This is an optimization exercise on Yosys and OpenROAD, whose aim is small area, a short achievable clock period and few clock cycles, not a production implementation.
RTL that was checked went through simulation tests only; none was proved equivalent to the original.

==> run a <==
==> flow/design.v <==
`default_nettype none
package par_pkg;
	localparam int CNT_WIDTH = 12;
	localparam int W = 32;
endpackage
`default_nettype wire
`timescale 1ns/1ps
`default_nettype none
module par_loop_top (
	input wire clk,
	input wire rst_n,
	input wire req,
	input wire signed [31:0] start,
	input wire signed [31:0] stride,
	input wire [11:0] count,
	output logic ack,
	output logic [31:0] result
);
	localparam logic [3:0] S_L   = 4'd0;     
	localparam logic [3:0] S_SL0 = 4'd1;     
	localparam logic [3:0] S_SL1 = 4'd2;     
	localparam logic [3:0] S_SL2 = 4'd3;     
	localparam logic [3:0] S_DD0 = 4'd4;     
	localparam logic [3:0] S_DD1 = 4'd5;     
	localparam logic [3:0] S_DD2 = 4'd6;     
	localparam logic [3:0] S_M2  = 4'd7;     
	localparam logic [3:0] S_M3  = 4'd8;     
	localparam logic [3:0] S_M1  = 4'd9;     
	typedef enum logic [1:0] {IDLE, RUN, DONE} state_t;
	state_t state;
	logic [3:0] step;
	logic [31:0] sx, dx;
	logic [11:0] nx;
	logic [31:0] a, b;
	assign result = a;
	logic [6:0] bneg, bone, btwo;
	logic xa0, xa1, xa2, xd0, xd1, xd2;    
	logic isx, ia, ib, ib2;                
	logic jb2, jb4;                        
	logic dest_b;                          
	logic [31:0] xe, init;
	assign xe = ({32{xa0}} & a) | ({32{xd0}} & dx)
		| ({32{xa1}} & (a << 14)) | ({32{xd1}} & (dx << 14))
		| ({32{xa2}} & (a << 28)) | ({32{xd2}} & (dx << 28));
	assign init = ({32{isx}} & sx) | ({32{ia}} & a) | ({32{ib}} & b) | ({32{ib2}} & (b << 1));
	logic [31:0] init2;
	assign init2 = ({32{jb2}} & (b << 1)) | ({32{jb4}} & (b << 2)) | {19'b0, bneg[6], 12'b0};
	logic [6:0][31:0] pp;
	for (genvar i = 0; i < 7; i++) begin : g_pp
		logic [31:0] mag;
		assign mag = ({32{bone[i]}} & xe) | ({32{btwo[i]}} & (xe << 1));
		if (i == 0) begin : g_first
			assign pp[i] = mag ^ {32{bneg[i]}};
		end else begin : g_rest
			assign pp[i] = ((mag << (2 * i)) ^ ({32{bneg[i]}} << (2 * i))) | (32'(bneg[i - 1]) << (2 * i - 2));
		end
	end
	function automatic logic [63:0] csa(input logic [31:0] x, input logic [31:0] y, input logic [31:0] z);
		csa = {((x & y) | (x & z) | (y & z)) << 1, x ^ y ^ z};
	endfunction
	logic [31:0] r1a, r1b, r1c, r1d, r1e, r1f, r2a, r2b, r2c, r2d, r3a, r3b, sum0, sum1, f;
	assign {r1b, r1a} = csa(pp[0], pp[1], pp[2]);
	assign {r1d, r1c} = csa(pp[3], pp[4], pp[5]);
	assign {r1f, r1e} = csa(pp[6], init, init2);
	assign {r2b, r2a} = csa(r1a, r1b, r1c);
	assign {r2d, r2c} = csa(r1d, r1e, r1f);
	assign {r3b, r3a} = csa(r2a, r2b, r2c);
	assign {sum1, sum0} = csa(r3a, r3b, r2d);
	logic [5:0][31:0] pg_g, pg_p;
	assign pg_g[0] = sum0 & sum1;
	assign pg_p[0] = sum0 ^ sum1;
	for (genvar k = 0; k < 5; k++) begin : g_pfx
		for (genvar j = 0; j < 32; j++) begin : g_bit
			if (j & (1 << k)) begin : g_op
				localparam int J = ((j >> k) << k) - 1;
				assign pg_g[k + 1][j] = pg_g[k][j] | (pg_p[k][j] & pg_g[k][J]);
				assign pg_p[k + 1][j] = pg_p[k][j] & pg_p[k][J];
			end else begin : g_pass
				assign pg_g[k + 1][j] = pg_g[k][j];
				assign pg_p[k + 1][j] = pg_p[k][j];
			end
		end
	end
	assign f = pg_p[0] ^ {pg_g[5][30:0], 1'b0};
	logic [11:0] q3;
	logic [1:0] m3;
	logic [12:0][1:0] rr;
	assign rr[12] = 2'd0;
	for (genvar i = 11; i >= 0; i--) begin : g_div3
		assign q3[i] = rr[i + 1][1] | (rr[i + 1][0] & nx[i]);
		assign rr[i][1] = (rr[i + 1] == 2'd1 && !nx[i]) || (rr[i + 1] == 2'd2 && nx[i]);
		assign rr[i][0] = (rr[i + 1] == 2'd0 && nx[i]) || (rr[i + 1] == 2'd2 && !nx[i]);
	end
	assign m3 = rr[0];
	logic [12:0] fm1, fm2, fm3;
	always_comb begin
		if (nx[0]) begin
			fm1 = {1'b0, nx};
			fm2 = {2'b0, nx[11:1]};
		end else begin
			fm1 = {2'b0, nx[11:1]};
			fm2 = {1'b0, nx - 12'd1};
		end
		fm3 = {nx, 1'b0} - 13'd1;
		if (m3 == 2'd0) begin
			fm1 = nx[0] ? {1'b0, q3} : {2'b0, q3[11:1]};
		end else if (m3 == 2'd1) begin
			fm2 = nx[0] ? {2'b0, q3[11:1]} : {1'b0, q3};
		end else begin
			fm3 = {q3, 1'b1};
		end
	end
	logic s_w1, s_w2, d_w1, d_w2;
	assign s_w1 = !((sx[31:13] == '0) || (sx[31:13] == '1));
	assign s_w2 = !((sx[31:27] == '0) || (sx[31:27] == '1));
	assign d_w1 = !((dx[31:13] == '0) || (dx[31:13] == '1));
	assign d_w2 = !((dx[31:27] == '0) || (dx[31:27] == '1));
	logic [3:0] nstep;
	logic nlast;
	always_comb begin
		nstep = step + 4'd1;
		nlast = 1'b0;
		case (step)
			S_SL0: nstep = s_w1 ? S_SL1 : S_DD0;
			S_SL1: nstep = s_w2 ? S_SL2 : S_DD0;
			S_DD0: nstep = d_w1 ? S_DD1 : S_M2;
			S_DD1: nstep = d_w2 ? S_DD2 : S_M2;
			default: ;
		endcase
		if (step == S_M1) nlast = 1'b1;
	end
	logic [13:0] yw;
	logic ym1;
	always_comb begin
		ym1 = 1'b0;
		case (nstep)
			S_SL0: yw = sx[13:0];
			S_SL1: begin yw = sx[27:14]; ym1 = sx[13]; end
			S_SL2: begin yw = {{10{sx[31]}}, sx[31:28]}; ym1 = sx[27]; end
			S_DD0: yw = dx[13:0];
			S_DD1: begin yw = dx[27:14]; ym1 = dx[13]; end
			S_DD2: begin yw = {{10{dx[31]}}, dx[31:28]}; ym1 = dx[27]; end
			S_M2: yw = {1'b0, fm2};
			S_M3: yw = {1'b0, fm3};
			default: yw = {1'b0, fm1};
		endcase
		if (state != RUN) begin
			yw = {2'b0, count} - 14'd1;
			ym1 = 1'b0;
		end
	end
	logic [6:0] eneg, eone, etwo;
	always_comb begin
		logic [14:0] yy;
		yy = {yw, ym1};
		for (int i = 0; i < 7; i++) begin
			eneg[i] = yy[2 * i + 2];
			eone[i] = yy[2 * i + 1] ^ yy[2 * i];
			etwo[i] = (yy[2 * i + 2] & !yy[2 * i + 1] & !yy[2 * i]) | (!yy[2 * i + 2] & yy[2 * i + 1] & yy[2 * i]);
		end
	end
	logic [3:0] cstep;
	assign cstep = (state == RUN) ? nstep : S_L;
	always_ff @(posedge clk) begin
		sx <= start;
		dx <= stride;
		nx <= count;
		bneg <= eneg;
		bone <= eone;
		btwo <= etwo;
		xa0 <= (cstep == S_SL0) || (cstep == S_M2) || (cstep == S_M3) || (cstep == S_M1);
		xa1 <= (cstep == S_SL1);
		xa2 <= (cstep == S_SL2);
		xd0 <= (cstep == S_L) || (cstep == S_DD0);
		xd1 <= (cstep == S_DD1);
		xd2 <= (cstep == S_DD2);
		isx <= (cstep == S_L);
		ia <= (cstep == S_DD1) || (cstep == S_DD2);
		ib <= (cstep == S_SL1) || (cstep == S_SL2) || ((cstep == S_M3) && nx[0]);
		ib2 <= (cstep == S_M3) && !nx[0];
		jb2 <= (cstep == S_M3) && nx[0] && (m3 == 2'd0);
		jb4 <= (cstep == S_M3) && !nx[0] && (m3 == 2'd0);
		dest_b <= (cstep == S_SL0) || (cstep == S_SL1) || (cstep == S_SL2);
	end
	always_ff @(posedge clk) begin
		if (state == RUN) begin
			if (dest_b) b <= f;
			else a <= f;
		end
	end
	always_ff @(posedge clk or negedge rst_n) begin
		if (!rst_n) begin
			state <= IDLE;
			step <= S_L;
			ack <= 1'b0;
		end else begin
			case (state)
				IDLE: begin
					step <= S_L;
					if (req) state <= RUN;
				end
				RUN: begin
					step <= nstep;
					if (nlast) begin
						state <= DONE;
						ack <= 1'b1;
					end
				end
				DONE: begin
					if (!req) begin
						state <= IDLE;
						ack <= 1'b0;
					end
				end
				default: begin
					state <= IDLE;
					ack <= 1'b0;
				end
			endcase
		end
	end
endmodule
`default_nettype wire
==> flow/run.sh <==
#!/bin/bash
# synth_recipe.tcl (not shown) runs the flow's synth.tcl, then flattens the netlist and writes it again
# the make line also repeats each setting of config.mk as NAME=value (left out here)
make -C /OpenROAD-flow-scripts/flow DESIGN_CONFIG=/design/flow/config.mk WORK_HOME=/design/flow/orfs CLKGATE_MAP_FILE= SYNTH_SCRIPT=/design/flow/synth_recipe.tcl finish
==> flow/config.mk <==
export PLATFORM = sky130hd
export DESIGN_NAME = par_loop_top
export DESIGN_NICKNAME = par_loop_top
export VERILOG_FILES = /design/flow/design.v
export SDC_FILE = /design/flow/constraint.sdc
export NUM_CORES = 4
export LEC_CHECK = 0
export CAP_MARGIN = 20
export CORE_MARGIN = 2
export CORE_UTILIZATION = 40
export PLACE_DENSITY = 0.6
export SETUP_SLACK_MARGIN = 5
export SLEW_MARGIN = 20
==> flow/constraint.sdc <==
create_clock -name core_clock -period 10.0 [get_ports {clk}]
set_input_delay 2.0000 -clock core_clock [delete_from_list [all_inputs] [get_ports {clk}]]
set_output_delay 2.0000 -clock core_clock [all_outputs]
set_load 0.01 [all_outputs]
==> inputs of run b, as changes to run a <==
--- a/flow/design.v
+++ b/flow/design.v
@@ -67,20 +67,5 @@
 	assign {r3b, r3a} = csa(r2a, r2b, r2c);
 	assign {sum1, sum0} = csa(r3a, r3b, r2d);
-	logic [5:0][31:0] pg_g, pg_p;
-	assign pg_g[0] = sum0 & sum1;
-	assign pg_p[0] = sum0 ^ sum1;
-	for (genvar k = 0; k < 5; k++) begin : g_pfx
-		for (genvar j = 0; j < 32; j++) begin : g_bit
-			if (j & (1 << k)) begin : g_op
-				localparam int J = ((j >> k) << k) - 1;
-				assign pg_g[k + 1][j] = pg_g[k][j] | (pg_p[k][j] & pg_g[k][J]);
-				assign pg_p[k + 1][j] = pg_p[k][j] & pg_p[k][J];
-			end else begin : g_pass
-				assign pg_g[k + 1][j] = pg_g[k][j];
-				assign pg_p[k + 1][j] = pg_p[k][j];
-			end
-		end
-	end
-	assign f = pg_p[0] ^ {pg_g[5][30:0], 1'b0};
+	assign f = sum0 + sum1;
 	logic [11:0] q3;
 	logic [1:0] m3;
==> results.txt <==
quantity                                                                run a       run b
Outcome                                      no timing/DRC/antenna violations  no timing/DRC/antenna violations
Min Tclk post-route                                                   6.14 ns     6.27 ns
Logic inverters                                                           226         219
Cell area after placement                                          0.0210 mm2  0.0209 mm2
Fraction of the core area covered by cells at the end of the flow       47.5%       47.8%
CP max FO                                                                   2           9
Floorplan die height                                                   223 um      223 um
Met3 usage in global routing                                            5.85%       6.15%
CP bufs+invs                                                               21           4
Post-synth net total                                                     2430        2413
Relative slew slack                                                     39.7%       29.7%
Cells after DPL                                                          2706        2688
Fraction of final layout cells with drive strength greater than 1       13.0%       13.9%
Average cell area after synthesis                                    9.13 um2    9.21 um2
Number of global-route vias before repair                               17532       17862
Metal3 WL                                                             6970 um     6970 um
Testbench counts of run b, summed over its fixed seeds: cycles 2,688.
No functional check of the RTL was part of run a.

==> afterwards: timing with drivers on the ports <==
In the flow no input, the clock included, has a driving cell. The finished layouts below were timed again as built, in two steps. Step 1 sets driving cells, clkbuf_16 on the clock port and buf_2 on the other inputs (assumed; they add their load-dependent delay and slew). Step 2 moves the port delays by t, midway between the first and last clock arrival at a register: inputs arrive t later, outputs are due t later. That takes back most of the time a late clock gives input paths. a / b / c = ideal / step 1 / step 2; a / b = the first two.
| run | t (ns) | setup slack, ns | worst hold slack (ns) | clock arrival spread, ns | worst data-port slew with drivers (ns) |
|---|---|---|---|---|---|
| run a | 0.548 | 3.860 / 3.860 / 3.860 | 0.571 / 0.571 / 0.571 | 0.019 / 0.020 | 0.05 |
| run b | 0.512 | 3.732 / 3.732 / 3.732 | 0.571 / 0.571 / 0.571 | 0.025 / 0.025 | 0.06 |
After both steps every run listed still meets setup and hold.
